Context: an optimization exercise on an open-source flow, tuned for small area. The choices shown serve that exercise and are no tape-out recipe. RTL that was checked went through simulation tests only; none was proved equivalent to the original. Only the layout flow was run in runs 1 and 2; the RTL was not checked for function there. No run shown here takes its clock network from TritonCTS; it comes from the design's own scripts or RTL. The clock port is modelled as an ideal driver, which makes a skipped or thinned clock tree look cheaper than it is; a real chip needs a root buffer or a tree. No activity file was given, so power comes from the tool's default toggle rates.

File: flow/run.sh
#!/bin/bash
# Standard layout, except: the clock tree is a root buffer and a few
# clustered leaf buffers built by flow/cts_manual.tcl in place of TritonCTS's
# H-tree, and ports are buffered with buf_1.
set -euo pipefail
here=$(pwd)
export PRE_CTS_TCL=$here/flow/cts_manual.tcl
export CTS_NLEAF=8
export CTS_LEAF_CELL=sky130_fd_sc_hd__clkbuf_8
export CTS_ROOT_CELL=sky130_fd_sc_hd__clkbuf_8
export BUFFER_PORTS_ARGS="-buffer_cell sky130_fd_sc_hd__buf_1"
bash standard.sh > standard.log 2>&1
File: flow/cts_manual.tcl
# Clock tree built here in place of TritonCTS's H-tree: the clock port
# drives one root buffer, which drives NLEAF leaf buffers, each driving one
# cluster of register clock pins (k-means on pin location with a cap on the
# cluster size). ORFS's cts.tcl sources this hook and then calls
# clock_tree_synthesis, redefined below to only propagate the clock; the
# rest of cts.tcl (placement legalisation, timing repair) runs as usual.
set nleaf [expr {[info exists ::env(CTS_NLEAF)] ? $::env(CTS_NLEAF) : 6}]
set leaf_cell [expr {[info exists ::env(CTS_LEAF_CELL)] ? $::env(CTS_LEAF_CELL) : "sky130_fd_sc_hd__clkbuf_16"}]
set root_cell [expr {[info exists ::env(CTS_ROOT_CELL)] ? $::env(CTS_ROOT_CELL) : "sky130_fd_sc_hd__clkbuf_16"}]
set block [ord::get_db_block]
set clk_net [$block findNet clk]
set sinks {}
foreach it [$clk_net getITerms] {
  set bb [[$it getInst] getBBox]
  lappend sinks [list $it [expr {([$bb xMin] + [$bb xMax]) / 2.0}] [expr {([$bb yMin] + [$bb yMax]) / 2.0}]]
}
set n [llength $sinks]
set cap [expr {int(ceil(double($n) / $nleaf))}]
puts "manual cts: $n sinks, $nleaf leaf buffers of at most $cap sinks"
set sorted [lsort -real -index 1 $sinks]
set cx {}; set cy {}
for {set k 0} {$k < $nleaf} {incr k} {
  set s [lindex $sorted [expr {int(($k + 0.5) * $n / $nleaf)}]]
  lappend cx [lindex $s 1]; lappend cy [lindex $s 2]
}
for {set iter 0} {$iter < 40} {incr iter} {
  # order sinks by how much they lose if not given their nearest centre
  set order {}
  set idx 0
  foreach s $sinks {
    set ds {}
    for {set k 0} {$k < $nleaf} {incr k} {
      lappend ds [list $k [expr {abs([lindex $s 1] - [lindex $cx $k]) + abs([lindex $s 2] - [lindex $cy $k])}]]
    }
    set ds [lsort -real -index 1 $ds]
    set regret [expr {[lindex $ds 1 1] - [lindex $ds 0 1]}]
    lappend order [list $idx $regret $ds]
    incr idx
  }
  set order [lsort -real -decreasing -index 1 $order]
  for {set k 0} {$k < $nleaf} {incr k} { set cnt($k) 0; set sx($k) 0.0; set sy($k) 0.0 }
  foreach o $order {
    set i [lindex $o 0]
    foreach kd [lindex $o 2] {
      set k [lindex $kd 0]
      if {$cnt($k) < $cap} { break }
    }
    set asg($i) $k
    incr cnt($k)
    set s [lindex $sinks $i]
    set sx($k) [expr {$sx($k) + [lindex $s 1]}]
    set sy($k) [expr {$sy($k) + [lindex $s 2]}]
  }
  set cx {}; set cy {}
  for {set k 0} {$k < $nleaf} {incr k} {
    lappend cx [expr {$sx($k) / max($cnt($k), 1)}]
    lappend cy [expr {$sy($k) / max($cnt($k), 1)}]
  }
}
set db [ord::get_db]
set root [odb::dbInst_create $block [$db findMaster $root_cell] "clkbuf_manual_root"]
set rx 0.0; set ry 0.0
for {set k 0} {$k < $nleaf} {incr k} { set rx [expr {$rx + [lindex $cx $k]}]; set ry [expr {$ry + [lindex $cy $k]}] }
$root setLocation [expr {int($rx / $nleaf)}] [expr {int($ry / $nleaf)}]
$root setPlacementStatus PLACED
set root_net [odb::dbNet_create $block "clknet_manual_root"]
$root_net setSigType CLOCK
[$root findITerm A] connect $clk_net
[$root findITerm X] connect $root_net
for {set k 0} {$k < $nleaf} {incr k} {
  set inst [odb::dbInst_create $block [$db findMaster $leaf_cell] "clkbuf_manual_$k"]
  $inst setLocation [expr {int([lindex $cx $k])}] [expr {int([lindex $cy $k])}]
  $inst setPlacementStatus PLACED
  set net [odb::dbNet_create $block "clknet_manual_$k"]
  $net setSigType CLOCK
  [$inst findITerm A] connect $root_net
  [$inst findITerm X] connect $net
  set leafnet($k) $net
  puts "manual cts: leaf $k at [lindex $cx $k] [lindex $cy $k], $cnt($k) sinks"
}
set i 0
foreach s $sinks {
  set it [lindex $s 0]
  $it disconnect
  $it connect $leafnet($asg($i))
  incr i
}
$clk_net setSigType CLOCK
proc clock_tree_synthesis {args} {
  puts "manual cts: clock_tree_synthesis $args replaced by the tree above"
  set_propagated_clock [all_clocks]
}
File: standard.sh
#!/bin/bash
# synth_recipe.tcl (not shown) runs the flow's synth.tcl, then flattens the netlist and writes it again
# the make line also repeats each setting of config.mk as NAME=value (left out here)
make -C /OpenROAD-flow-scripts/flow DESIGN_CONFIG=/design/flow/config.mk WORK_HOME=/design/flow/orfs CLKGATE_MAP_FILE= SYNTH_SCRIPT=/design/flow/synth_recipe.tcl "${@:-finish}"
File: config.mk
export PLATFORM = sky130hd
export DESIGN_NAME = bnn_spi_top
export DESIGN_NICKNAME = bnn_spi_top
export VERILOG_FILES = /design/flow/design.v
export SDC_FILE = /design/flow/constraint.sdc
export NUM_CORES = 4
export LEC_CHECK = 0
export CAP_MARGIN = 20
export CORE_MARGIN = 2
export CORE_UTILIZATION = 40
export SLEW_MARGIN = 20
File: constraint.sdc
create_clock -name core_clock -period 20.0 [get_ports {clk}]
set_input_delay 4.0000 -clock core_clock [delete_from_list [all_inputs] [get_ports {clk}]]
set_output_delay 4.0000 -clock core_clock [all_outputs]
set_load 0.01 [all_outputs]
File: design.v
package bnn_spi_pkg;
  localparam logic [2:0] S_IDLE           = 3'd0;
  localparam logic [2:0] S_RX_CMD         = 3'd1;
  localparam logic [2:0] S_CMD_LATCH      = 3'd2;
  localparam logic [2:0] S_IMG_RX         = 3'd3;
  localparam logic [2:0] S_CMD_DISPATCH   = 3'd4;
  localparam logic [2:0] S_STATUS_READY   = 3'd5;
  localparam logic [2:0] S_WAIT_INFERENCE = 3'd6;
  localparam logic [2:0] S_CLEAR          = 3'd7;
endpackage
`timescale 1ns/1ps
module bnn_spi_top (
  input  logic       clk,
  input  logic       rst_n,
  input  logic       spi_sclk,
  input  logic       spi_mosi,
  input  logic       spi_cs_n,
  output logic [3:0] result_out,
  output logic       result_ready,
  output logic       status_ready,
  output logic       send_image,
  output logic [2:0] fsm_state
);
  function automatic logic [8:0] radd8(input logic [7:0] x, input logic [7:0] y);
    logic c;
    c = 1'b0;
    for (int i = 0; i < 8; i++) begin
      radd8[i] = x[i] ^ y[i] ^ c;
      c = (x[i] & y[i]) | (c & (x[i] ^ y[i]));
    end
    radd8[8] = c;
  endfunction
  logic       sclk_s1, sclk_s2, mosi_s1, mosi_s2, cs_s1, cs_s2;
  logic       sclk_prev;
  logic [2:0] bit_cnt;
  logic [7:0] shift_reg;
  logic       byte_rise;         
  always_ff @(posedge clk or negedge rst_n) begin
    if (!rst_n) begin
      sclk_s1 <= 1'b0;
      cs_s1   <= 1'b1;
      cs_s2   <= 1'b1;
    end else begin
      sclk_s1 <= spi_sclk;
      cs_s1   <= spi_cs_n;
      cs_s2   <= cs_s1;
    end
  end
  wire sclk_rise = sclk_s2 & ~sclk_prev;
  wire bit_in    = ~cs_s2 & sclk_rise;
  always_ff @(posedge clk) begin
    sclk_s2   <= sclk_s1;
    mosi_s1   <= spi_mosi;
    mosi_s2   <= mosi_s1;
    sclk_prev <= sclk_s2;
    byte_rise <= bit_in & (bit_cnt == 3'd7);
    if (cs_s2)       bit_cnt <= 3'd0;
    else if (bit_in) bit_cnt <= bit_cnt + 3'd1;
    if (bit_in) shift_reg <= {shift_reg[6:0], mosi_s2};
  end
  logic [2:0] state, next_state;
  logic       cs_prev;
  logic [9:0] cnt;               
  wire        cmd_status, cmd_image;
  logic [6:0] ptr;               
  wire cs_falling = ~cs_s2 & cs_prev;
  wire cs_rising  = cs_s2 & ~cs_prev;
  wire rx_active  = (state == bnn_spi_pkg::S_RX_CMD) || (state == bnn_spi_pkg::S_IMG_RX);
  wire in_wait    = (state == bnn_spi_pkg::S_WAIT_INFERENCE);
  wire in_clear   = (state == bnn_spi_pkg::S_CLEAR);
  wire timeout    = &cnt;
  wire buf_full   = (ptr == 7'd112);
  wire buf_empty  = (ptr == 7'd127);
  wire write      = (state == bnn_spi_pkg::S_IMG_RX) & byte_rise & ~buf_full;
  wire res_now    = in_wait & (cnt == 10'd116);
  wire [6:0] ptr_next = in_clear ? 7'd127 : ptr + {6'd0, write};
  always_ff @(posedge clk or negedge rst_n) begin
    if (!rst_n) begin
      state <= bnn_spi_pkg::S_IDLE;
      ptr   <= 7'd127;
    end else begin
      state <= next_state;
      ptr   <= ptr_next;
    end
  end
  always_ff @(posedge clk) begin
    cs_prev <= cs_s2;
    if (in_wait || (rx_active && !byte_rise)) cnt <= cnt + 10'd1;
    else if (state == bnn_spi_pkg::S_CMD_LATCH)
      cnt <= {8'd0, shift_reg == 8'hBF, shift_reg == 8'hFE};
    else cnt <= '0;
  end
  assign cmd_status = cnt[0];
  assign cmd_image  = cnt[1];
  always_comb begin
    next_state = state;
    case (state)
      bnn_spi_pkg::S_IDLE:           if (cs_falling) next_state = bnn_spi_pkg::S_RX_CMD;
      bnn_spi_pkg::S_RX_CMD: begin
        if (timeout) next_state = bnn_spi_pkg::S_IDLE;
        else if (byte_rise) next_state = bnn_spi_pkg::S_CMD_LATCH;
      end
      bnn_spi_pkg::S_CMD_LATCH:      next_state = bnn_spi_pkg::S_CMD_DISPATCH;
      bnn_spi_pkg::S_CMD_DISPATCH: begin
        if (cmd_image) next_state = bnn_spi_pkg::S_IMG_RX;
        else if (cmd_status) next_state = bnn_spi_pkg::S_STATUS_READY;
        else next_state = bnn_spi_pkg::S_IDLE;
      end
      bnn_spi_pkg::S_STATUS_READY:   next_state = bnn_spi_pkg::S_IDLE;
      bnn_spi_pkg::S_IMG_RX: begin
        if (buf_full) next_state = bnn_spi_pkg::S_WAIT_INFERENCE;
        else if (cs_rising || timeout) next_state = bnn_spi_pkg::S_CLEAR;
      end
      bnn_spi_pkg::S_WAIT_INFERENCE: if (result_ready) next_state = bnn_spi_pkg::S_CLEAR;
      default:                       if (buf_empty) next_state = bnn_spi_pkg::S_IDLE;
    endcase
  end
  always_ff @(posedge clk or negedge rst_n) begin
    if (!rst_n) begin
      status_ready <= 1'b0;
    end else begin
      if (state == bnn_spi_pkg::S_CMD_DISPATCH && !cmd_image && cmd_status) status_ready <= 1'b1;
      else if (cs_falling) status_ready <= 1'b0;
    end
  end
  assign send_image = state[1] & (state[0] | state[2]);
  assign fsm_state = state;
  logic [7:0] hold;              
  logic [3:0] cls;               
  logic [7:0] wgt;               
  logic [8:0] ring [10];
  logic       amax;              
  logic [3:0] best_class;
  logic       best_par;
  wire  [8:0] init_v;
  wire        par_v;
  localparam logic [59:0] CLS_TAB = {6'h07, 6'h03, 6'h01, 6'h04, 6'h03, 6'h06, 6'h01, 6'h05, 6'h0a, 6'h20};
  wire [5:0] cls_row = CLS_TAB[6*cls +: 6];
  assign init_v = {4'd0, cls_row[5:1]};
  assign par_v  = cls_row[0];
  always_ff @(posedge clk) begin
    if (write) hold <= shift_reg;
  end
  always_ff @(posedge clk) begin
    cls <= (cls == 4'd9) ? 4'd0 : cls + 4'd1;
  end
  wire [4:0] step_k  = write ? {1'b0, cls} + 5'd17 : 5'd14;
  wire [8:0] step_a  = radd8({1'b0, ptr}, {3'd0, step_k});
  wire [7:0] step_w  = {step_a[6:0], ~write};
  wire [8:0] base_w  = radd8({1'b0, ptr_next}, {ptr_next, 1'b0});
  wire [8:0] wgt_inc = radd8(wgt, step_w);
  always_ff @(posedge clk) begin
    wgt <= (cls == 4'd9) ? {base_w[7] ^ (&ptr_next), base_w[6:0]} : wgt_inc[7:0];
  end
  wire       cnt_lo   = ~|cnt[9:5];
  wire       cnt_lt10 = cnt_lo & ~cnt[4] & ~(cnt[3] & (cnt[2] | cnt[1]));
  wire       cnt_1x   = cnt_lo & (cnt[4] ? ~(cnt[3] | cnt[2]) : (cnt[3] & (cnt[2] | cnt[1])));
  wire       scoring  = ~buf_empty & cnt_lt10;
  wire [7:0] mask     = {{4{~buf_full & scoring}}, {4{scoring}}};
  wire [7:0] m        = hold & wgt & mask;
  wire       s0 = m[0] ^ m[1] ^ m[2], c0 = (m[0] & m[1]) | (m[2] & (m[0] ^ m[1]));
  wire       s1 = m[3] ^ m[4] ^ m[5], c1 = (m[3] & m[4]) | (m[5] & (m[3] ^ m[4]));
  wire       s2 = m[6] ^ m[7],        c2 = m[6] & m[7];
  wire       p0 = s0 ^ s1 ^ s2,       k1 = (s0 & s1) | (s2 & (s0 ^ s1));
  wire       t1 = c0 ^ c1 ^ c2,       k2 = (c0 & c1) | (c2 & (c0 ^ c1));
  wire       p1 = t1 ^ k1,            k3 = t1 & k1;
  wire       p2 = k2 ^ k3,            p3 = k2 & k3;
  wire [8:0] sum = radd8(ring[0][7:0], {4'd0, p3, p2, p1, p0});
  wire [8:0] acc = {ring[0][8] ^ sum[8], sum[7:0]};
  logic gt;
  always_comb begin
    gt = par_v & ~best_par;
    for (int i = 0; i < 9; i++)
      gt = (ring[0][i] & ~ring[9][i]) | (~(ring[0][i] ^ ring[9][i]) & gt);
  end
  wire       amax_start = in_wait & (cls == 4'd0) & cnt_1x;
  wire [8:0] tail = buf_empty       ? init_v :
                    (amax & ~gt)    ? ring[9] :
                    acc;
  always_ff @(posedge clk) begin
    for (int i = 0; i < 9; i++) ring[i] <= ring[i+1];
    ring[9] <= tail;
  end
  always_ff @(posedge clk) begin
    amax <= amax_start | (in_wait & amax & (cls != 4'd9));
    if (amax_start) begin
      best_class <= 4'd0;
      best_par   <= 1'b0;
    end else if (amax & gt) begin
      best_class <= cls;
      best_par   <= par_v;
    end
  end
  always_ff @(posedge clk or negedge rst_n) begin
    if (!rst_n) result_out <= '0;
    else if (res_now) result_out <= best_class;
  end
  assign result_ready = in_wait & (cnt == 10'd117);
endmodule
==> flow_metrics.env, run 1 <==
export IMPL_path_max_fanout=5
export IMPL_synth_warnings=2
export IMPL_hold_end="ring[0][1]"
export IMPL_yosys_mux_area_fraction=0.0310
export IMPL_start_util=0.413
export IMPL_cts_resized_gates=0
export IMPL_peakVddDrop_mv=0.0753
export IMPL_power_leakage_nw=2.70
export IMPL_post_dp_cell_area_um2=6290
export IMPL_min_from="ring[1][1]"
export IMPL_grt_max_degree=22
export IMPL_ys_seq_area_frac=0.585
export IMPL_synth_top_cells_by_area="dfxtp_1 (40%), edfxtp_1 (10%), fa_1 (7.3%)"
export IMPL_synth_top_area_share=0.404
export IMPL_critPathRequiredTime_ns=16.00
export IMPL_syn_nets=564
export IMPL_rsz0062_at_grt="no"
export IMPL_max_freq_ghz=0.171
export IMPL_io_buffer_count=14
export IMPL_grt_pass1_wl_mm=17.5
export IMPL_grt_overflow=0
export IMPL_cts_hold_buf=0
export IMPL_top_register="ring"
export IMPL_max_stage_delay_ns=0.40
export IMPL_netlist_area_um2=6050
export IMPL_report_final_setup_viol=0
export IMPL_worstHoldPathType="flip-flop to flip-flop"
export IMPL_hpwl_mm=7.36
export IMPL_synth_compound_area_frac=0.0555
export IMPL_slew_headroom=0.446
export IMPL_p_per_area_nw_per_um2=137
export IMPL_rrSetupSlack_ns=14.73
export IMPL_fillers=1359
export IMPL_syn_inst=502
export IMPL_fin_crit_ns=5.85
export IMPL_nNetsFinal=579
export IMPL_worstSetupPathType="flip-flop to output pin"
export IMPL_core_area_um2=14600
export IMPL_dieArea_um2=16100
export IMPL_insertion_delay_ns=0.41
export IMPL_firstDrtPassIters=7
export IMPL_drv_slew=0
export IMPL_fp_dieW_um=127
export IMPL_largest_register_ffs=90
export IMPL_io_pins=15
export IMPL_setup_worst_path_start_class="flip-flop"
export IMPL_areaGrowthSynthToFinish_pct=6.13
export IMPL_antenna_found_initial=0
export IMPL_largestRegisters="ring x90, cnt x10"
export IMPL_initialDrtViolationCount=167
export IMPL_ys_ff_latch=161
export IMPL_gp_congestion=0.823
export IMPL_rr_endpoint="ring[9][8]"
export IMPL_cap_violations=0
export IMPL_synth_edf_count=21
export IMPL_rows=44
export IMPL_wl_per_cell_um=14.4
export IMPL_synth_distinct_cells=55
export IMPL_antenna_cells=0
export IMPL_synth_top_family_by_area="adder cells"
export IMPL_grt_pass1_vias=3544
export IMPL_status="complete, no violations"
export IMPL_holdPathStages=0
export IMPL_fin_skew_ns=0.0157
export IMPL_ant_nets=0
export IMPL_clk_pin_slew_ns=0.12
export IMPL_setup_tns_ns=0
export IMPL_die_height_um=127
export IMPL_grtUsageTotal=0.130
export IMPL_synth_largest_area_cell="dfxtp_1"
export IMPL_cp_end_kind="output pin"
export IMPL_critPathArrivalTime_ns=1.85
export IMPL_vias_per_cell=4.83
export IMPL_layout_drive_gt1_share=0.0583
export IMPL_postCtsSetupBuffers=0
export IMPL_ys_async_sr_fraction=0.112
export IMPL_worstRegToRegCells=21
export IMPL_crit_slowest_cell="or3_4"
export IMPL_synth_simple_gate_area_frac=0.123
export IMPL_synthAdderAreaFrac=0.145
export IMPL_fin_ws_ns=14.15
export IMPL_post_place_ws_ns=14.59
export IMPL_reg2reg_from="ptr[3]"
export IMPL_drc=0
export IMPL_synthFlopType="dfxtp_1"
export IMPL_critical_path_cell_chain="or3_4 > nor4_2 > and3_1 > buf_1"
export IMPL_synth_xor_area_frac=0.0261
export IMPL_design_area_um2=6420
export IMPL_num_vias=3375
export IMPL_finalHoldViolations=0
export IMPL_post_route_period_util=0.292
export IMPL_wirelength_mm=10.1
export IMPL_worst_slew_pin_slew_ns=0.824
export IMPL_syn_area_per_cell_um2=12.0
-- routing by layer --
metal  wire length [µm]  vias to the layer above  global-route usage
li1                   -                     1697                   -
met1               4870                     1616               0.178
met2               4660                       49               0.227
met3                313                       13              0.0114
met4                210                        0              0.0246
met5                  0                        -                   0
-- cell type report --
| cell class | instances | area [µm²] | share of cell area |
|---|---|---|---|
| tap | 184 | 230 | 0.0359 |
| inverter | 45 | 169 | 0.0263 |
| sequential | 161 | 3530 | 0.551 |
| multi-input combinational | 286 | 2300 | 0.359 |
| timing repair buffer | 14 | 53.8 | 0.00839 |
| buffer | 9 | 124 | 0.0193 |
-- cells in the final DEF (no fill, tap or decap), types with 5 or more instances in the layout --
cell,netlist,layout
nand3_1,21,21
xnor2_1,15,15
or3_1,5,5
nand2b_1,5,5
nor2_1,26,26
a21oi_1,17,17
o21ai_0,8,8
inv_1,43,43
clkbuf_8,0,9
dfstp_2,9,9
edfxtp_1,21,21
dfrtp_1,9,9
fa_1,22,22
and3_1,12,12
buf_1,1,13
ha_1,35,35
dfxtp_1,122,122
mux2i_1,12,12
nand2_1,40,40
-- kinds of logic (layout without fill, tap and decap cells) --
family / Yosys count / after routing
compound gates: 51 / 51
xor+xnor: 18 / 18
fa+ha+maj: 57 / 57
buf+inv: 55 / 68
flops: 161 / 161
mux: 18 / 18
simple gates: 142 / 142
-- worst max-delay path by stage --
| stage | endpoint | slack [ns] | startpoint |
|---|---|---|---|
| floorplan | result_ready | 14.76 | cnt[7] |
| global placement | result_ready | 14.63 | cnt[7] |
| detailed placement | result_ready | 14.59 | cnt[7] |
| CTS | result_ready | 14.12 | cnt[7] |
| global route | result_ready | 14.05 | cnt[7] |
| finish | result_ready | 14.15 | cnt[7] |
-- worst max-delay path, delay by kind of cell, from the launching register on --
kind          cells  cell delay [ns]
buf+inv           1             0.15
flops             1             0.36
simple gates      3             0.93
-- cell usage after synthesis (3+ instances only) --
library cell,count
a31oi_1,3
nand2b_1,5
nand3b_1,4
and2_1,4
a21oi_1,17
nor2_1,26
dfstp_2,9
edfxtp_1,21
dfxtp_1,122
a211oi_1,4
or2_1,3
ha_1,35
nand4_1,4
xnor2_1,15
nor3_1,4
dfrtp_1,9
fa_1,22
mux2i_1,12
o21ai_0,8
clkbuf_1,9
nand3_1,21
and3_1,12
mux2_1,4
or3_1,5
inv_1,43
nor2b_1,4
xor2_1,3
nand2_1,40
-- stage by stage --
stage,utilization,hold WS [ns],total power (W),std cells
floorplan,-,0.310,0.000674,502
global placement,0.430,0.311,0.000744,690
detailed placement,0.430,0.312,0.000756,690
CTS,0.438,0.330,0.000888,699
global route,0.438,0.336,0.000962,699
finish,0.438,0.325,0.000877,699
-- power breakdown --
group | total, W | internal (W) | leakage [nW] | switching [W]
clock network | 0.000130 | 0.0000411 | 0.0647 | 0.0000894
logic | 0.000304 | 0.000131 | 1.22 | 0.000173
registers | 0.000443 | 0.000398 | 1.41 | 0.0000445
==> inputs of run 2 (changes only) <==
--- a/design.v
+++ b/design.v
@@ -133,3 +133,3 @@
   logic [3:0] best_class;
-  logic       best_par;
+  wire        best_par;
   wire  [8:0] init_v;
@@ -138,2 +138,4 @@
   wire [5:0] cls_row = CLS_TAB[6*cls +: 6];
+  wire [5:0] best_row = CLS_TAB[6*best_class +: 6];
+  assign best_par = best_row[0];
   assign init_v = {4'd0, cls_row[5:1]};
@@ -148,7 +150,8 @@
   wire [8:0] step_a  = radd8({1'b0, ptr}, {3'd0, step_k});
-  wire [7:0] step_w  = {step_a[6:0], ~write};
-  wire [8:0] base_w  = radd8({1'b0, ptr_next}, {ptr_next, 1'b0});
-  wire [8:0] wgt_inc = radd8(wgt, step_w);
+  wire       wrap    = (cls == 4'd9);
+  wire [7:0] add_x   = wrap ? {&ptr_next, ptr_next} : wgt;
+  wire [7:0] add_y   = wrap ? {ptr_next, 1'b0} : {step_a[6:0], ~write};
+  wire [8:0] wgt_nx  = radd8(add_x, add_y);
   always_ff @(posedge clk) begin
-    wgt <= (cls == 4'd9) ? {base_w[7] ^ (&ptr_next), base_w[6:0]} : wgt_inc[7:0];
+    wgt <= wgt_nx[7:0];
   end
@@ -185,9 +188,4 @@
     amax <= amax_start | (in_wait & amax & (cls != 4'd9));
-    if (amax_start) begin
-      best_class <= 4'd0;
-      best_par   <= 1'b0;
-    end else if (amax & gt) begin
-      best_class <= cls;
-      best_par   <= par_v;
-    end
+    if (amax_start) best_class <= 4'd0;
+    else if (amax & gt) best_class <= cls;
   end
--- a/flow/run.sh
+++ b/flow/run.sh
@@ -7,5 +7,5 @@
 export PRE_CTS_TCL=$here/flow/cts_manual.tcl
-export CTS_NLEAF=8
-export CTS_LEAF_CELL=sky130_fd_sc_hd__clkbuf_8
-export CTS_ROOT_CELL=sky130_fd_sc_hd__clkbuf_8
+export CTS_NLEAF=6
+export CTS_LEAF_CELL=sky130_fd_sc_hd__clkbuf_16
+export CTS_ROOT_CELL=sky130_fd_sc_hd__clkbuf_16
 export BUFFER_PORTS_ARGS="-buffer_cell sky130_fd_sc_hd__buf_1"
==> run 2 against run 1 <==
Against the previous run:
- highest routed layer unchanged
- clock power is 18% higher
- worst hold slack worse by 0.00075 ns
- final cell count down 0.72%
- sequential cell count down 1
- sequential power increased by 2%
- area after synthesis down 2.3%
- largest cell class unchanged
- critical path depth is 1 higher
- sequential share of layout area rose by 0.50 points
==> flow_metrics.env, run 2 <==
export IMPL_num_vias=3457
export IMPL_io_buffer_count=14
export IMPL_syn_nets=556
export IMPL_cts_resized_gates=0
export IMPL_synth_largest_area_cell="dfxtp_1"
export IMPL_rsz0062_at_grt="no"
export IMPL_fin_skew_ns=0.0141
export IMPL_dieArea_um2=15800
export IMPL_die_height_um=126
export IMPL_place_inst=687
export IMPL_ys_async_sr_fraction=0.113
export IMPL_synth_edf_count=21
export IMPL_synth_top_cells_by_area="dfxtp_1 (41%), edfxtp_1 (11%), ha_1 (6.8%)"
export IMPL_initialDrtViolationCount=145
export IMPL_top_register="ring"
export IMPL_vias_per_cell=4.98
export IMPL_fin_total_pwr_w=0.000931
export IMPL_fin_crit_ns=6.01
export IMPL_slew_headroom=0.488
export IMPL_dr_max_layer_used="met4"
export IMPL_rows=44
export IMPL_ys_seq_area_frac=0.595
export IMPL_wl_met1_mm=4.70
export IMPL_final_common_cell="dfxtp_1"
export IMPL_route_met3_wl_um=387
export IMPL_cts_hold_buf=0
export IMPL_reg2reg_from="cnt[8]"
export IMPL_largest_register_ffs=90
export IMPL_p_per_area_nw_per_um2=147
export IMPL_setup_worst_path_start_class="flip-flop"
export IMPL_wl_met2_mm=4.96
export IMPL_grt_pass1_vias=3491
export IMPL_finalHoldViolations=0
export IMPL_critical_path_cell_chain="or3_1 > nor4b_1 > nor2b_1 > and2_1 > buf_1"
export IMPL_io_pins=15
export IMPL_largestRegisters="ring x90, cnt x10"
export IMPL_cap_violations=0
export IMPL_gp_congestion=0.820
export IMPL_min_from="ring[8][6]"
export IMPL_finalNonFillerCells=694
export IMPL_power_leakage_nw=2.55
export IMPL_netlist_area_um2=5910
export IMPL_multi_input_area_um2=2180
export IMPL_nNetsFinal=566
export IMPL_status="complete, no violations"
export IMPL_layout_common_cells="dfxtp_1 (121), inv_1 (41), nand2_1 (40)"
export IMPL_insertion_delay_ns=0.36
export IMPL_synthFlopType="dfxtp_1"
export IMPL_synth_warnings=2
export IMPL_report_final_setup_viol=0
export IMPL_worstHoldPathType="flip-flop to flip-flop"
export IMPL_post_route_period_util=0.300
export IMPL_firstDrtPassIters=5
export IMPL_max_freq_ghz=0.166
export IMPL_setup_tns_ns=0
export IMPL_syn_inst=502
export IMPL_fp_dieW_um=126
export IMPL_regArea_um2=3510
export IMPL_synth_distinct_cells=54
export IMPL_worst_slew_pin_slew_ns=0.766
export IMPL_synth_top_area_share=0.410
export IMPL_drv_slew=0
export IMPL_drc=0
export IMPL_crit_slowest_cell="nor4b_1"
export IMPL_critPathRequiredTime_ns=16.00
export IMPL_max_stage_delay_ns=0.39
export IMPL_finalHoldWorstSlack_ns=0.324
export IMPL_grtUsageTotal=0.132
export IMPL_layout_drive_gt1_share=0.0569
export IMPL_antenna_found_initial=0
export IMPL_critPathArrivalTime_ns=2.01
export IMPL_wirelength_mm=10.2
export IMPL_areaGrowthSynthToFinish_pct=7.06
export IMPL_grt_pass1_wl_mm=17.5
export IMPL_ys_ff_latch=160
export IMPL_grt_overflow=0
export IMPL_clk_pin_slew_ns=0.10
export IMPL_cp_end_kind="output pin"
export IMPL_wl_per_cell_um=14.7
export IMPL_antenna_cells=0
export IMPL_crit_start="cnt[8]"
export IMPL_fillers=1338
export IMPL_ant_nets=0
export IMPL_syn_area_per_cell_um2=11.8
export IMPL_synth_common_cells="dfxtp_1 (121), inv_1 (41), nand2_1 (40), nor2_1 (33), ha_1 (32)"
export IMPL_start_util=0.408
export IMPL_hpwl_mm=7.63
export IMPL_yosysMostFrequentCell="dfxtp_1"
export IMPL_grt_max_degree=28
export IMPL_peakVddDrop_mv=0.0672
export IMPL_core_area_um2=14500
export IMPL_path_max_fanout=5
export IMPL_postCtsSetupBuffers=0
export IMPL_worstSetupPathType="flip-flop to output pin"
run 2: kinds of logic (layout without fill, tap and decap cells):
family | Yosys count | in the layout | synth area share
buf+inv | 56 | 64 | 0.0358
flops | 160 | 160 | 0.595
xor+xnor | 19 | 19 | 0.0282
mux | 17 | 17 | 0.0299
compound gates | 55 | 55 | 0.0625
fa+ha+maj | 49 | 49 | 0.125
simple gates | 146 | 146 | 0.123
run 2: worst max-delay path, delay by kind of cell, from the launching register on:
family,cells,cell delay (ns)
buffers and inverters,1,0.15
DFF,1,0.37
and+or+nand+nor,4,1.14
run 2: worst paths after layout:
check | to | slack [ns] | depth (start not counted)
max in group asynchronous | ptr[0] | 16.06 | 1
min | ring[7][6] | 0.32 | 0
min reg2reg | ring[7][6] | 0.32 | 0
min in group asynchronous | state[1] | 3.58 | 1
max reg2reg | ring[9][8] | 14.55 | 21
max | result_ready | 13.99 | 5
run 2: cell type report:
| type | instances | share of cell area |
|---|---|---|
| flip-flops and latches | 160 | 0.556 |
| multi-input cells | 286 | 0.345 |
| well taps | 184 | 0.0364 |
| plain buffers | 7 | 0.0277 |
| inverters | 41 | 0.0243 |
| repair buffers | 16 | 0.0109 |
run 2: report_power, final:
group	leakage, nW	total (W)	switching, W	internal [W]
Clock	0.0863	0.000154	0.0000905	0.0000635
Sequential	1.41	0.000453	0.0000455	0.000407
Combinational	1.05	0.000324	0.000189	0.000135
Total	2.55	0.000931	0.000325	0.000606
run 2: metrics by stage:
stage               setup WS (ns)  instance area [µm²]  utilization
floorplan                   14.65                 5910            -
global placement            14.40                 6150        0.424
detailed placement          14.41                 6150        0.424
CTS                         13.98                 6320        0.437
global route                13.81                 6320        0.437
finish                      13.99                 6320        0.437
run 2: layer usage:
metal / GRT usage / up-vias
li1: - / 1705
met1: 0.185 / 1691
met2: 0.226 / 51
met3: 0.0124 / 10
met4: 0.0255 / 0
met5: 0 / -
==> inputs of run 3 (changes only) <==
--- a/design.v
+++ b/design.v
@@ -145,4 +145,5 @@
   end
-  always_ff @(posedge clk) begin
-    cls <= (cls == 4'd9) ? 4'd0 : cls + 4'd1;
+  always_ff @(posedge clk or negedge rst_n) begin
+    if (!rst_n) cls <= 4'd0;
+    else        cls <= (cls == 4'd9) ? 4'd0 : cls + 4'd1;
   end
==> run 3 against run 2 <==
Against the previous run:
- via count shrank 1.6%
- highest routed layer unchanged
- critical path type unchanged
- routed wire length shrank 3.1%
- final cell count grew 0.58%
- critical endpoint unchanged
- largest cell class unchanged
==> flow_metrics.env, run 3 <==
export IMPL_initialDrtViolationCount=170
export IMPL_synth_distinct_cells=52
export IMPL_insertion_delay_ns=0.36
export IMPL_worstHoldPathType="flip-flop to flip-flop"
export IMPL_power_leakage_nw=2.56
export IMPL_core_area_um2=14500
export IMPL_drc=0
export IMPL_post_dp_cell_area_um2=6170
export IMPL_rsz0062_at_grt="no"
export IMPL_reg2reg_from="ptr[4]"
export IMPL_gp_congestion=0.860
export IMPL_grtUsageTotal=0.125
export IMPL_worst_slew_pin_slew_ns=0.992
export IMPL_cts_hold_buf=0
export IMPL_syn_area_per_cell_um2=11.7
export IMPL_ys_seq_area_frac=0.596
export IMPL_areaGrowthSynthToFinish_pct=6.92
export IMPL_slew_headroom=0.336
export IMPL_p_sw_w=0.000294
export IMPL_fin_crit_ns=6.29
export IMPL_synth_warnings=2
export IMPL_synth_top_cells_by_area="dfxtp_1 (39%), edfxtp_1 (11%), ha_1 (6.7%)"
export IMPL_synth_edf_count=21
export IMPL_wl_per_cell_um=14.2
export IMPL_status="complete, no violations"
export IMPL_grt_pass1_wl_mm=16.7
export IMPL_ys_async_sr_fraction=0.138
export IMPL_ant_nets=0
export IMPL_cp_top_family="simple AND/OR/NAND/NOR gates"
export IMPL_vias_per_cell=4.87
export IMPL_critPathRequiredTime_ns=16.00
export IMPL_largestRegisters="ring x90, cnt x10"
export IMPL_layout_common_cells="dfxtp_1 (117), inv_1 (42), nor2_1 (37)"
export IMPL_crit_slowest_cell="dfrtp_1"
export IMPL_cp_end_kind="output pin"
export IMPL_rows=44
export IMPL_hold_end="ring[3][4]"
export IMPL_gr_max_usage_layer="met2"
export IMPL_antenna_cells=0
export IMPL_p_comb_frac=0.313
export IMPL_setup_tns_ns=0
export IMPL_hpwl_mm=7.20
export IMPL_grt_overflow=0
export IMPL_finalHoldViolations=0
export IMPL_post_route_period_util=0.314
export IMPL_p_per_area_nw_per_um2=136
export IMPL_swShare=0.340
export IMPL_report_final_setup_viol=0
export IMPL_syn_inst=506
export IMPL_synth_top_area_share=0.395
export IMPL_start_util=0.408
export IMPL_num_vias=3401
export IMPL_synth_common_cells="dfxtp_1 (117), inv_1 (42), nor2_1 (37), nand2_1 (36), ha_1 (32)"
export IMPL_netlist_area_um2=5930
export IMPL_use_met2=0.208
export IMPL_p_seq_frac=0.510
export IMPL_synthFlopType="dfxtp_1"
export IMPL_largest_register_ffs=90
export IMPL_grt_max_degree=28
export IMPL_dieArea_um2=15800
export IMPL_critPathArrivalTime_ns=2.29
export IMPL_postCtsSetupBuffers=0
export IMPL_path_buf_inv=1
export IMPL_rrSetupSlack_ns=14.77
export IMPL_top_register="ring"
export IMPL_wirelength_mm=9.92
export IMPL_peakVddDrop_mv=0.0725
export IMPL_clk_pin_slew_ns=0.10
export IMPL_worstRegToRegCells=21
export IMPL_cap_violations=0
export IMPL_final_common_cell="dfxtp_1"
export IMPL_fin_util=0.436
export IMPL_use_met3=0.0140
export IMPL_rr_endpoint="ring[9][8]"
export IMPL_layout_drive_gt1_share=0.0584
export IMPL_nNetsFinal=570
export IMPL_holdPathStages=0
export IMPL_use_met1=0.179
export IMPL_firstDrtPassIters=7
export IMPL_synth_largest_area_cell="dfxtp_1"
export IMPL_critical_path_cell_chain="nand2_1 > or2_0 > or4_1 > nor3_1 > buf_1"
export IMPL_drv_slew=0
export IMPL_worstSetupPathType="flip-flop to output pin"
export IMPL_power_clock_fraction=0.177
export IMPL_fin_skew_ns=0.0159
export IMPL_grt_pass1_vias=3372
export IMPL_die_height_um=126
export IMPL_syn_nets=560
export IMPL_fp_dieW_um=126
export IMPL_io_pins=15
export IMPL_max_freq_ghz=0.159
export IMPL_max_stage_delay_ns=0.63
export IMPL_ys_ff_latch=160
export IMPL_antenna_found_initial=0
export IMPL_yosysMostFrequentCell="dfxtp_1"
export IMPL_internal_power_w=0.000570
export IMPL_cts_resized_gates=0
export IMPL_path_max_fanout=16
export IMPL_min_from="ring[4][4]"
export IMPL_setup_worst_path_start_class="flip-flop"
export IMPL_io_buffer_count=14
export IMPL_design_area_um2=6340
run 3: changes by cell type after synthesis, sizes merged, moves of 5 or more:
cell / before / now
nand3: 20 / 27
buf: 0 / 5
clkbuf: 15 / 10
o21ai: 12 / 17
run 3: logic make-up (layout without fill, tap and decap cells):
family,count (synthesis),count (layout),synth area share
DFF,160,160,0.596
and+or+nand+nor,146,146,0.121
AOI/OAI and AO/OA,60,60,0.0666
buffers and inverters,57,65,0.0371
adders and majority gates,49,49,0.125
xor gates and xnor gates,17,17,0.0251
muxes,17,17,0.0297
run 3: layout make-up:
type	count	area [µm²]
plain buffers	7	175
multi-input cells	289	2180
well taps	184	230
inverters	42	158
fillers	1380	8190
flip-flops and latches	160	3530
repair buffers	16	67.6
run 3: worst max path at each step:
stage / start / endpoint / depth (start not counted)
5_1_grt: state[2] / result_ready / 5
6_report: state[2] / result_ready / 5
3_5_place_dp: state[2] / result_ready / 5
2_1_floorplan: state[2] / result_ready / 4
3_3_place_gp: state[2] / result_ready / 5
4_1_cts: state[2] / result_ready / 5
run 3: power groups by stage:
stage | combinational, W | sequential [W] | clock (W)
finish | 0.000270 | 0.000441 | 0.000153
global placement | 0.000274 | 0.000444 | 0
CTS | 0.000276 | 0.000441 | 0.000159
detailed placement | 0.000273 | 0.000447 | 0
global route | 0.000321 | 0.000450 | 0.000170
floorplan | 0.000208 | 0.000430 | 0
run 3: metal layers:
metal | part of all wire | routed length (µm) | vias to the layer above
li1 | - | - | 1722
met1 | 0.49 | 4810 | 1626
met2 | 0.46 | 4560 | 33
met3 | 0.028 | 282 | 20
met4 | 0.026 | 258 | 0
met5 | 0 | 0 | -
run 3: through the flow:
step	hold WS, ns	instances	worst slack (ns)	total power [W]
finish	0.323	698	13.71	0.000863
global route	0.331	698	13.49	0.000941
CTS	0.323	698	13.69	0.000876
detailed placement	0.312	691	14.12	0.000720
global placement	0.310	691	14.18	0.000718
floorplan	0.310	506	14.45	0.000639
==> inputs of run 4 (changes only) <==
--- a/flow/run.sh
+++ b/flow/run.sh
@@ -7,3 +7,3 @@
 export PRE_CTS_TCL=$here/flow/cts_manual.tcl
-export CTS_NLEAF=6
+export CTS_NLEAF=5
 export CTS_LEAF_CELL=sky130_fd_sc_hd__clkbuf_16
--- a/flow/cts_manual.tcl
+++ b/flow/cts_manual.tcl
@@ -60,11 +60,15 @@
 set db [ord::get_db]
-set root [odb::dbInst_create $block [$db findMaster $root_cell] "clkbuf_manual_root"]
-set rx 0.0; set ry 0.0
-for {set k 0} {$k < $nleaf} {incr k} { set rx [expr {$rx + [lindex $cx $k]}]; set ry [expr {$ry + [lindex $cy $k]}] }
-$root setLocation [expr {int($rx / $nleaf)}] [expr {int($ry / $nleaf)}]
-$root setPlacementStatus PLACED
-set root_net [odb::dbNet_create $block "clknet_manual_root"]
-$root_net setSigType CLOCK
-[$root findITerm A] connect $clk_net
-[$root findITerm X] connect $root_net
+if {$root_cell eq "none"} {
+  set root_net $clk_net
+} else {
+  set root [odb::dbInst_create $block [$db findMaster $root_cell] "clkbuf_manual_root"]
+  set rx 0.0; set ry 0.0
+  for {set k 0} {$k < $nleaf} {incr k} { set rx [expr {$rx + [lindex $cx $k]}]; set ry [expr {$ry + [lindex $cy $k]}] }
+  $root setLocation [expr {int($rx / $nleaf)}] [expr {int($ry / $nleaf)}]
+  $root setPlacementStatus PLACED
+  set root_net [odb::dbNet_create $block "clknet_manual_root"]
+  $root_net setSigType CLOCK
+  [$root findITerm A] connect $clk_net
+  [$root findITerm X] connect $root_net
+}
 for {set k 0} {$k < $nleaf} {incr k} {
--- a/config.mk
+++ b/config.mk
@@ -9,3 +9,3 @@
 export CORE_MARGIN = 2
-export CORE_UTILIZATION = 40
+export CORE_UTILIZATION = 70
 export SLEW_MARGIN = 20
==> run 4 against run 3 <==
Against the previous run:
- still clean
- critical path type unchanged
- sequential power about the same
- clock power down 7%
- maximum frequency about the same
- largest cell class unchanged
- sequential share of layout area grew 1.1 points
- area after synthesis stayed put
- largest power group unchanged
==> flow_metrics.env, run 4 <==
export IMPL_rsz0062_at_grt="no"
export IMPL_antenna_cells=0
export IMPL_p_per_area_nw_per_um2=137
export IMPL_ys_seq_area_frac=0.596
export IMPL_synthFlopType="dfxtp_1"
export IMPL_areaGrowthSynthToFinish_pct=4.83
export IMPL_ys_ff_latch=160
export IMPL_worstRegToRegCells=21
export IMPL_fin_skew_ns=0.0191
export IMPL_rr_endpoint="ring[9][8]"
export IMPL_hpwl_mm=7.05
export IMPL_layout_drive_gt1_share=0.0565
export IMPL_wirelength_mm=9.72
export IMPL_cts_hold_buf=0
export IMPL_synth_distinct_cells=52
export IMPL_fillers=564
export IMPL_io_pins=15
export IMPL_layout_common_cells="dfxtp_1 (117), inv_1 (42), nor2_1 (37)"
export IMPL_post_route_period_util=0.314
export IMPL_syn_nets=560
export IMPL_num_vias=3434
export IMPL_worstHoldPathType="flip-flop to flip-flop"
export IMPL_crit_end="result_ready"
export IMPL_syn_area_per_cell_um2=11.7
export IMPL_initialDrtViolationCount=133
export IMPL_report_final_setup_viol=0
export IMPL_largestRegisters="ring x90, cnt x10"
export IMPL_synth_edf_count=21
export IMPL_rrSetupSlack_ns=14.73
export IMPL_io_buffer_count=14
export IMPL_wl_per_cell_um=15.7
export IMPL_power_leakage_nw=2.55
export IMPL_cts_resized_gates=0
export IMPL_synth_top_cells_by_area="dfxtp_1 (39%), edfxtp_1 (11%), ha_1 (6.7%)"
export IMPL_ant_nets=0
export IMPL_reg2reg_from="ptr[4]"
export IMPL_yosysMostFrequentCell="dfxtp_1"
export IMPL_vias_per_cell=5.56
export IMPL_worstSetupPathType="flip-flop to output pin"
export IMPL_netlist_area_um2=5930
export IMPL_grt_overflow=0
export IMPL_setup_tns_ns=0
export IMPL_synth_common_cells="dfxtp_1 (117), inv_1 (42), nor2_1 (37), nand2_1 (36), ha_1 (32)"
export IMPL_cap_violations=0
export IMPL_drc=0
export IMPL_insertion_delay_ns=0.36
export IMPL_slew_headroom=0.321
export IMPL_start_util=0.722
export IMPL_max_freq_ghz=0.159
export IMPL_antenna_found_initial=0
export IMPL_grt_pass1_vias=3358
export IMPL_postCtsSetupBuffers=0
export IMPL_finalHoldViolations=0
export IMPL_largest_register_ffs=90
export IMPL_worst_slew_pin_slew_ns=1.01
export IMPL_status="complete, no violations"
export IMPL_cp_end_kind="output pin"
export IMPL_firstDrtPassIters=4
export IMPL_critPathRequiredTime_ns=16.00
export IMPL_grt_pass1_wl_mm=15.8
export IMPL_core_area_um2=8220
export IMPL_nNetsFinal=569
export IMPL_grt_max_degree=33
export IMPL_fin_util=0.757
export IMPL_synth_largest_area_cell="dfxtp_1"
export IMPL_setup_worst_path_start_class="flip-flop"
export IMPL_crit_start="state[2]"
export IMPL_gp_congestion=0.863
export IMPL_synth_top_area_share=0.395
export IMPL_ys_async_sr_fraction=0.138
export IMPL_clk_pin_slew_ns=0.12
export IMPL_final_common_cell="dfxtp_1"
export IMPL_die_height_um=96.1
export IMPL_path_max_fanout=16
export IMPL_dieArea_um2=9230
export IMPL_fp_dieW_um=96.1
export IMPL_rows=33
export IMPL_syn_inst=506
export IMPL_grtUsageTotal=0.218
export IMPL_top_register="ring"
export IMPL_drv_slew=0
export IMPL_synth_warnings=2
export IMPL_peakVddDrop_mv=0.0896
export IMPL_fin_crit_ns=6.28
export IMPL_critPathArrivalTime_ns=2.28
run 4: cell types whose count changed in the layout (fill, tap and decap cells not counted):
| cell | delta |
|---|---|
| clkbuf_16 | -1 |
run 4: worst max-delay path: stages (launching register included):
cell and delay [ns]:
dfrtp_1 0.61, nand2_1 0.14, or2_0 0.28, or4_1 0.51, nor3_1 0.20, buf_1 0.18
run 4: layout make-up:
class,instances,area [µm²],area share
multi-input combinational,289,2180,0.350
inverter,42,158,0.0253
sequential,160,3530,0.568
timing repair buffer,16,67.6,0.0109
buffer,6,150,0.0241
tap,105,131,0.0211
run 4: worst min path at each step:
stage                          start          to  slack [ns]  depth (start not counted)
final                     ring[1][6]  ring[0][6]        0.32                          0
after global routing      ring[1][6]  ring[0][6]        0.33                          0
after CTS                 ring[1][6]  ring[0][6]        0.32                          0
after detailed placement  ring[7][8]  ring[6][8]        0.31                          0
after global placement    ring[6][1]  ring[5][1]        0.31                          0
after floorplan              mosi_s1     mosi_s2        0.31                          0
run 4: logic make-up (layout without fill, tap and decap cells):
logic type	count (synthesis)	count (layout)	share of synthesized area
AO/OA/AOI/OAI	60	60	0.0666
XOR/XNOR	17	17	0.0251
adder cells (fa/ha/maj)	49	49	0.125
buffers and inverters	57	64	0.0371
flip-flops	160	160	0.596
multiplexers	17	17	0.0297
AND/OR/NAND/NOR	146	146	0.121
run 4: metal layers:
| layer | vias up | GRT usage | share of wire |
|---|---|---|---|
| met5 | - | 0 | 0 |
| met4 | 0 | 0.0405 | 0.022 |
| met3 | 17 | 0.0157 | 0.028 |
| met2 | 60 | 0.391 | 0.49 |
| met1 | 1640 | 0.293 | 0.46 |
| li1 | 1717 | - | - |
run 4: through the flow:
stage                     hold slack (ns)  power (W)  cell area, µm²  std cells  worst slack [ns]
after floorplan                     0.310   0.000639            5930        506             14.45
after global placement              0.311   0.000703            6070        612             14.18
after global routing                0.331   0.000916            6220        618             13.53
final                               0.325   0.000851            6220        618             13.72
after CTS                           0.323   0.000856            6220        618             13.71
after detailed placement            0.312   0.000709            6070        612             14.11
run 4: power breakdown:
part | switching, W | total, W | internal, W
clock | 0.0000867 | 0.000142 | 0.0000549
sequential | 0.0000413 | 0.000440 | 0.000399
combinational | 0.000162 | 0.000269 | 0.000107
total | 0.000290 | 0.000851 | 0.000561
==> inputs of run 5 (changes only) <==
--- a/design.v
+++ b/design.v
@@ -75,11 +75,10 @@
   wire res_now    = in_wait & (cnt == 10'd116);
-  wire [6:0] ptr_next = in_clear ? 7'd127 : ptr + {6'd0, write};
+  wire       in_idle  = (state == bnn_spi_pkg::S_IDLE);
+  wire [6:0] ptr_next = (in_clear | in_idle) ? 7'd127 : ptr + {6'd0, write};
   always_ff @(posedge clk or negedge rst_n) begin
-    if (!rst_n) begin
-      state <= bnn_spi_pkg::S_IDLE;
-      ptr   <= 7'd127;
-    end else begin
-      state <= next_state;
-      ptr   <= ptr_next;
-    end
+    if (!rst_n) state <= bnn_spi_pkg::S_IDLE;
+    else        state <= next_state;
+  end
+  always_ff @(posedge clk) begin
+    ptr <= ptr_next;
   end
--- a/flow/run.sh
+++ b/flow/run.sh
@@ -7,5 +7,5 @@
 export PRE_CTS_TCL=$here/flow/cts_manual.tcl
-export CTS_NLEAF=5
+export CTS_NLEAF=6
 export CTS_LEAF_CELL=sky130_fd_sc_hd__clkbuf_16
-export CTS_ROOT_CELL=sky130_fd_sc_hd__clkbuf_16
+export CTS_ROOT_CELL=sky130_fd_sc_hd__clkbuf_8
 export BUFFER_PORTS_ARGS="-buffer_cell sky130_fd_sc_hd__buf_1"
--- a/config.mk
+++ b/config.mk
@@ -9,3 +9,3 @@
 export CORE_MARGIN = 2
-export CORE_UTILIZATION = 70
+export CORE_UTILIZATION = 40
 export SLEW_MARGIN = 20
==> run 5 against run 4 <==
Against the previous run:
- still clean on timing, DRC and antenna
- sequential cell count did not move
- maximum frequency rose by 7.4%
- core utilization fell by 32 points
- worst setup slack improved by 0.43 ns
- sequential share of layout area fell by 0.98 points
- first-iteration DRC count rose by 14%
==> flow_metrics.env, run 5 <==
export IMPL_status="complete, no violations"
export IMPL_io_pins=15
export IMPL_ys_async_sr_fraction=0.0938
export IMPL_core_area_um2=14400
export IMPL_setup_worst_path_start_class="flip-flop"
export IMPL_place_inst=684
export IMPL_clk_pin_slew_ns=0.10
export IMPL_use_met3=0.0193
export IMPL_report_final_setup_viol=0
export IMPL_yosysMostFrequentCell="dfxtp_1"
export IMPL_finalNonFillerCells=691
export IMPL_fp_dieW_um=125
export IMPL_num_vias=3392
export IMPL_syn_area_per_cell_um2=11.8
export IMPL_max_freq_ghz=0.171
export IMPL_path_max_fanout=16
export IMPL_wirelength_mm=9.95
export IMPL_largestRegisters="ring x90, cnt x10"
export IMPL_hpwl_mm=7.35
export IMPL_gp_congestion=0.832
export IMPL_drv_slew=0
export IMPL_post_route_period_util=0.292
export IMPL_holdPathStages=0
export IMPL_finalHoldViolations=0
export IMPL_grtUsageTotal=0.126
export IMPL_worstRegToRegCells=20
export IMPL_postCtsSetupBuffers=0
export IMPL_use_met1=0.171
export IMPL_fin_crit_ns=5.85
export IMPL_slew_headroom=0.413
export IMPL_critPathRequiredTime_ns=16.00
export IMPL_largest_register_ffs=90
export IMPL_final_common_cell="dfxtp_1"
export IMPL_rsz0062_at_grt="no"
export IMPL_grt_max_degree=28
export IMPL_rows=44
export IMPL_dieArea_um2=15600
export IMPL_grt_pass1_vias=3375
export IMPL_layout_drive_gt1_share=0.0296
export IMPL_nNetsFinal=563
export IMPL_netlist_area_um2=5850
export IMPL_ys_seq_area_frac=0.597
export IMPL_worstHoldPathType="flip-flop to flip-flop"
export IMPL_ant_nets=0
export IMPL_synth_common_cells="dfxtp_1 (124), nor2_1 (53), inv_1 (39), ha_1 (32), nand3_1 (23)"
export IMPL_syn_inst=496
export IMPL_antenna_found_initial=0
export IMPL_cap_violations=0
export IMPL_wl_per_cell_um=14.4
export IMPL_ys_ff_latch=160
export IMPL_use_met2=0.211
export IMPL_grt_pass1_wl_mm=16.7
export IMPL_cp_end_kind="output pin"
export IMPL_insertion_delay_ns=0.42
export IMPL_worst_slew_pin_slew_ns=0.881
export IMPL_gr_max_usage_layer="met2"
export IMPL_start_util=0.405
export IMPL_syn_nets=550
export IMPL_cts_hold_buf=0
export IMPL_initialDrtViolationCount=152
export IMPL_areaGrowthSynthToFinish_pct=6.91
export IMPL_worstSetupPathType="flip-flop to output pin"
export IMPL_synth_distinct_cells=51
export IMPL_top_register="ring"
export IMPL_io_buffer_count=14
export IMPL_p_per_area_nw_per_um2=88.7
export IMPL_drc=0
export IMPL_setup_tns_ns=0
export IMPL_vias_per_cell=4.91
export IMPL_peakVddDrop_mv=0.0791
export IMPL_firstDrtPassIters=4
export IMPL_synthFlopType="dfxtp_1"
export IMPL_fillers=1361
export IMPL_synth_warnings=2
export IMPL_power_leakage_nw=2.53
export IMPL_synth_largest_area_cell="dfxtp_1"
export IMPL_die_height_um=125
export IMPL_synth_edf_count=21
export IMPL_antenna_cells=0
export IMPL_synth_top_cells_by_area="dfxtp_1 (42%), edfxtp_1 (11%), ha_1 (6.8%)"
export IMPL_finalHoldWorstSlack_ns=0.330
export IMPL_critPathArrivalTime_ns=1.85
export IMPL_synth_top_area_share=0.425
export IMPL_grt_overflow=0
export IMPL_fin_skew_ns=0.0126
export IMPL_cts_resized_gates=0
export IMPL_layout_common_cells="dfxtp_1 (124), nor2_1 (53), inv_1 (39)"
run 5: cell types whose count changed after synthesis, sizes merged, moves of 6 or more:
cell    previous run  this run
dfstp              9         2
clkbuf            10         4
nand2             36        22
o21a               9         3
dfxtp            117       124
nor2              37        53
run 5: cell type report:
cell class                 instances  area [µm²]  area share
buffer                             7         164      0.0262
inverter                          39         146      0.0234
multi-input combinational        286        2160       0.345
sequential                       160        3490       0.558
tap                              184         230      0.0368
timing repair buffer              15        60.1     0.00961
run 5: per-layer routing:
layer	vias up	wire, µm
met5	-	0
met4	0	282
met3	23	428
met2	65	4530
met1	1617	4710
li1	1687	-
run 5: path summary, 6_finish.rpt:
check / startpoint / endpoint / slack [ns]
max: state[2] / result_ready / 14.15
min: ring[7][8] / ring[6][8] / 0.33
max reg2reg: ptr[2] / ring[9][8] / 14.51
min reg2reg: ring[7][8] / ring[6][8] / 0.33
max in group asynchronous: rst_n / state[0] / 15.79
min in group asynchronous: rst_n / sclk_s1 / 3.66
run 5: kinds of logic after synthesis:
logic type | count (synthesis) | synth area share
adder cells (fa/ha/maj) | 49 | 0.127
flip-flops | 160 | 0.597
AO/OA/AOI/OAI | 51 | 0.0580
XOR/XNOR | 18 | 0.0270
AND/OR/NAND/NOR | 152 | 0.129
buffers and inverters | 50 | 0.0336
multiplexers | 16 | 0.0285
run 5: per-stage QoR:
step           total power, W  utilization  worst slack [ns]  cell area [µm²]
2_1_floorplan        0.000397            -             14.86             5850
3_3_place_gp         0.000412        0.422             14.67             6090
3_5_place_dp         0.000412        0.422             14.54             6090
4_1_cts              0.000562        0.433             14.12             6250
5_1_grt              0.000581        0.433             13.94             6250
6_report             0.000555        0.433             14.15             6250
run 5: critical path, cell delays in order, from the launching register on:
cell,delay (ns)
dfrtp_1,0.62
nand2_1,0.13
nor2_1,0.29
and3_1,0.23
buf_1,0.16
run 5: power breakdown:
group,internal [W],total [W],switching (W)
logic,0.0000222,0.0000573,0.0000351
registers,0.000333,0.000348,0.0000150
clock network,0.0000586,0.000149,0.0000907
total,0.000414,0.000555,0.000141
==> inputs of run 6 (changes only) <==
==> flow/run.sh (replaced) <==
#!/bin/bash
# Standard layout, except:
#  - after the floorplan, the combinational logic is re-mapped for area by
#    OpenROAD's restructure (flow/restructure.tcl);
#  - the clock tree is a root buffer and a few clustered leaf buffers built
#    by flow/cts_manual.tcl in place of TritonCTS's H-tree;
#  - ports are buffered with buf_1.
# Each tool's output goes to the ORFS logs under orfs/logs, and make's own
# output to standard.log.
set -euo pipefail
here=$(pwd)
export POST_FLOORPLAN_TCL=$here/flow/restructure.tcl
export PRE_CTS_TCL=$here/flow/cts_manual.tcl
export CTS_NLEAF=6
export CTS_LEAF_CELL=sky130_fd_sc_hd__clkbuf_16
export CTS_ROOT_CELL=sky130_fd_sc_hd__clkbuf_8
export BUFFER_PORTS_ARGS="-buffer_cell sky130_fd_sc_hd__buf_1"
bash standard.sh > standard.log 2>&1
==> flow/lib_filter.py (new file) <==
#!/usr/bin/env python3
"""Copy a liberty file without the cells whose names match the given glob
patterns (the platform's don't-use list), so that a tool that reads the
file itself cannot pick them."""
import fnmatch
import sys

src, dst = sys.argv[1], sys.argv[2]
patterns = sys.argv[3:]
text = open(src).read()
out = []
i = 0
n = len(text)
dropped = 0
while True:
    j = text.find('cell (', i)
    k = text.find('cell(', i)
    if j < 0 or (0 <= k < j):
        j = k
    if j < 0:
        out.append(text[i:])
        break
    # name between the parentheses
    p0 = text.index('(', j)
    p1 = text.index(')', p0)
    name = text[p0 + 1:p1].strip().strip('"')
    b = text.index('{', p1)
    depth = 0
    e = b
    while True:
        c = text[e]
        if c == '{':
            depth += 1
        elif c == '}':
            depth -= 1
            if depth == 0:
                break
        e += 1
    if any(fnmatch.fnmatch(name, pat) for pat in patterns):
        out.append(text[i:j])
        dropped += 1
    else:
        out.append(text[i:e + 1])
    i = e + 1
open(dst, 'w').write(''.join(out))
print(f"lib_filter: dropped {dropped} cells")
==> flow/restructure.tcl (new file) <==
# Area recovery on the synthesised netlist: OpenROAD's restructure re-maps
# the combinational logic between registers with ABC for area. Registers,
# ports and the floorplan made by ORFS are left as they are. restructure
# reads the liberty file itself, so it gets a copy without the platform's
# don't-use cells.
set rmp_dir $::env(RESULTS_DIR)/rmp
file mkdir $rmp_dir
set flow_dir [file dirname [info script]]
set lib_ok $rmp_dir/lib_no_dont_use.lib
set patterns [concat $::env(DONT_USE_CELLS) {sky130_fd_sc_hd__lpflow_* sky130_fd_sc_hd__probe*}]
puts [exec python3 $flow_dir/lib_filter.py [lindex $::env(LIB_FILES) 0] $lib_ok {*}$patterns]
puts "restructure: design area before"
report_design_area
restructure -target area \
  -liberty_file $lib_ok \
  -tielo_port sky130_fd_sc_hd__conb_1/LO \
  -tiehi_port sky130_fd_sc_hd__conb_1/HI \
  -work_dir $rmp_dir
puts "restructure: design area after"
report_design_area
==> run 6 against run 5 <==
Against the previous run:
- clock power hardly changed
- via count is 12% higher
- still clean
- largest cell class unchanged
- largest power group unchanged
- sequential cell count stayed put
==> flow_metrics.env, run 6 <==
export IMPL_post_dp_cell_area_um2=5790
export IMPL_synthAdderAreaFrac=0.127
export IMPL_report_final_setup_viol=0
export IMPL_dr_max_layer_used="met4"
export IMPL_multi_input_area_um2=1730
export IMPL_drv_slew=0
export IMPL_cp_top_family="simple AND/OR/NAND/NOR gates"
export IMPL_p_per_area_nw_per_um2=92.9
export IMPL_areaGrowthSynthToFinish_pct=1.75
export IMPL_internal_power_w=0.000410
export IMPL_synth_top_family_by_area="simple AND/OR/NAND/NOR gates"
export IMPL_wirelength_mm=10.0
export IMPL_synth_warnings=2
export IMPL_setup_worst_path_start_class="flip-flop"
export IMPL_cts_hold_buf=0
export IMPL_syn_area_per_cell_um2=11.8
export IMPL_syn_nets=550
export IMPL_initialDrtViolationCount=203
export IMPL_synth_common_cells="dfxtp_1 (124), nor2_1 (53), inv_1 (39), ha_1 (32), nand3_1 (23)"
export IMPL_num_vias=3806
export IMPL_yosys_mux_area_fraction=0.0285
export IMPL_synth_top_cells_by_area="dfxtp_1 (42%), edfxtp_1 (11%), ha_1 (6.8%)"
export IMPL_nNetsFinal=569
export IMPL_final_common_cell="dfxtp_1"
export IMPL_worstSetupPathType="flip-flop to output pin"
export IMPL_path_max_fanout=10
export IMPL_largest_register_ffs=90
export IMPL_syn_inst=496
export IMPL_antenna_found_initial=0
export IMPL_insertion_delay_ns=0.42
export IMPL_p_sw_w=0.000142
export IMPL_p_seq_frac=0.621
export IMPL_max_stage_delay_ns=0.52
export IMPL_yosysMostFrequentCell="dfxtp_1"
export IMPL_vias_per_cell=5.10
export IMPL_core_area_um2=14400
export IMPL_die_height_um=125
export IMPL_postCtsSetupBuffers=0
export IMPL_top_register="ring"
export IMPL_grt_pass1_wl_mm=16.6
export IMPL_firstDrtPassIters=5
export IMPL_synth_largest_area_cell="dfxtp_1"
export IMPL_finalHoldViolations=0
export IMPL_rsz0062_at_grt="no"
export IMPL_path_buf_inv=2
export IMPL_critPathRequiredTime_ns=16.00
export IMPL_synth_xor_area_frac=0.0270
export IMPL_fin_crit_ns=6.00
export IMPL_max_freq_ghz=0.167
export IMPL_setup_tns_ns=0
export IMPL_synth_simple_gate_area_frac=0.129
export IMPL_status="complete, no violations"
export IMPL_grt_max_degree=28
export IMPL_synth_compound_area_frac=0.0580
export IMPL_power_clock_fraction=0.272
export IMPL_cts_resized_gates=0
export IMPL_antenna_cells=0
export IMPL_ant_nets=0
export IMPL_fin_skew_ns=0.0150
export IMPL_wl_met1_mm=5.01
export IMPL_drc=0
export IMPL_rows=44
export IMPL_p_comb_frac=0.106
export IMPL_layout_drive_gt1_share=0.0214
export IMPL_power_leakage_nw=2.16
export IMPL_grt_overflow=0
export IMPL_peakVddDrop_mv=0.0565
export IMPL_synth_edf_count=21
export IMPL_worst_slew_pin_slew_ns=1.02
export IMPL_clk_pin_slew_ns=0.10
export IMPL_cap_violations=0
export IMPL_crit_slowest_cell="dfrtp_1"
export IMPL_ys_ff_latch=160
export IMPL_io_pins=15
export IMPL_synth_distinct_cells=51
export IMPL_design_area_um2=5950
export IMPL_fin_total_pwr_w=0.000553
export IMPL_io_buffer_count=14
export IMPL_critPathArrivalTime_ns=2.00
export IMPL_largestRegisters="ring x90, cnt x10"
export IMPL_cp_end_kind="output pin"
export IMPL_route_met3_wl_um=426
export IMPL_layout_common_cells="dfxtp_1 (124), clkinv_1 (68), nor2_1 (66)"
export IMPL_start_util=0.405
export IMPL_grtUsageTotal=0.123
export IMPL_netlist_area_um2=5850
export IMPL_synth_top_area_share=0.425
export IMPL_fillers=1433
export IMPL_post_route_period_util=0.300
export IMPL_slew_headroom=0.314
export IMPL_fp_dieW_um=125
export IMPL_finalHoldWorstSlack_ns=0.333
export IMPL_wl_met2_mm=4.45
export IMPL_wl_per_cell_um=13.5
export IMPL_ys_async_sr_fraction=0.0938
export IMPL_grt_pass1_vias=3482
export IMPL_hpwl_mm=7.29
export IMPL_swShare=0.258
export IMPL_critical_path_cell_chain="nand2_1 > nor2_1 > clkinv_1 > nor4_1 > buf_1"
export IMPL_ys_seq_area_frac=0.597
export IMPL_dieArea_um2=15600
export IMPL_worstHoldPathType="flip-flop to flip-flop"
export IMPL_synthFlopType="dfxtp_1"
export IMPL_gp_congestion=0.867
export IMPL_regArea_um2=3490
-- run 6: layout make-up --
cell class,instances,area share
plain buffers,7,0.0275
inverters,68,0.0429
multi-input cells,310,0.291
flip-flops and latches,160,0.587
well taps,184,0.0387
repair buffers,17,0.0126
-- run 6: final timing paths --
check | to | cells past startpoint | slack [ns] | startpoint
hold / removal | ring[1][2] | 0 | 0.33 | ring[2][2]
setup reg to reg | wgt[7] | 26 | 14.97 | state[0]
setup / recovery | result_ready | 5 | 14.00 | state[2]
min in group asynchronous | state[2] | 1 | 3.67 | rst_n
max in group asynchronous | sclk_s1 | 1 | 15.78 | rst_n
hold reg to reg | ring[1][2] | 0 | 0.33 | ring[2][2]
-- run 6: per-stage QoR --
stage                     std cells  utilization  setup slack, ns
after floorplan                 496            -            14.86
after global placement          739        0.401            14.56
after detailed placement        739        0.401            14.49
after CTS                       746        0.412            14.00
after global routing            746        0.412            13.87
final                           746        0.412            14.00
-- run 6: metal layers --
layer / track usage / up-vias
li1: - / 1943
met1: 0.177 / 1780
met2: 0.207 / 69
met3: 0.0142 / 14
met4: 0.0183 / 0
met5: 0 / -
-- run 6: cells by family after synthesis --
| logic type | count (synthesis) |
|---|---|
| buffers and inverters | 50 |
| xor gates and xnor gates | 18 |
| DFF | 160 |
| AOI/OAI and AO/OA | 51 |
| and+or+nand+nor | 152 |
| adders and majority gates | 49 |
| muxes | 16 |
-- run 6: power by group through the flow --
stage	Combinational, W	Sequential [W]	Clock [W]
after floorplan	0.0000486	0.000348	0
after global placement	0.0000540	0.000349	0
after detailed placement	0.0000560	0.000350	0
after CTS	0.0000565	0.000343	0.000156
after global routing	0.0000644	0.000345	0.000168
final	0.0000587	0.000343	0.000151

==> afterwards: timing with drivers on the ports <==
The results above use ideal ports. As a check the final layouts listed here were re-extracted and re-timed, cells and wires unchanged. Step 1 assumes that a clkbuf_16 drives the clock port and a buf_2 every other input. Step 2 adds t to the input delays and takes it off the output delays; t is the mean of the earliest and latest rising clock arrival at the registers after step 1. Input paths then give back, and output paths get back, about the clock's delay inside the block. a / b / c = ideal ports / drivers / drivers and shift; a / b = the first two.
| run | t, ns | setup WS [ns] | worst setup path at the end | slew at the worst register clock pin (ns) | worst data-port slew with drivers (ns) |
|---|---|---|---|---|---|
| run 1 | 0.442 | 14.150 / 14.112 / 14.554 | register to output | 0.12 / 0.12 | 0.03 |
| run 2 | 0.392 | 13.991 / 13.949 / 14.341 | register to output | 0.10 / 0.10 | 0.03 |
| run 3 | 0.395 | 13.714 / 13.673 / 14.068 | register to output | 0.10 / 0.10 | 0.03 |
| run 4 | 0.388 | 13.717 / 13.680 / 14.067 | register to output | 0.12 / 0.12 | 0.03 |
| run 5 | 0.446 | 14.151 / 14.115 / 14.510 | register to register | 0.10 / 0.10 | 0.03 |
| run 6 | 0.443 | 14.000 / 13.966 / 14.409 | register to output | 0.10 / 0.10 | 0.04 |
After both steps setup and hold are still met in every run listed.
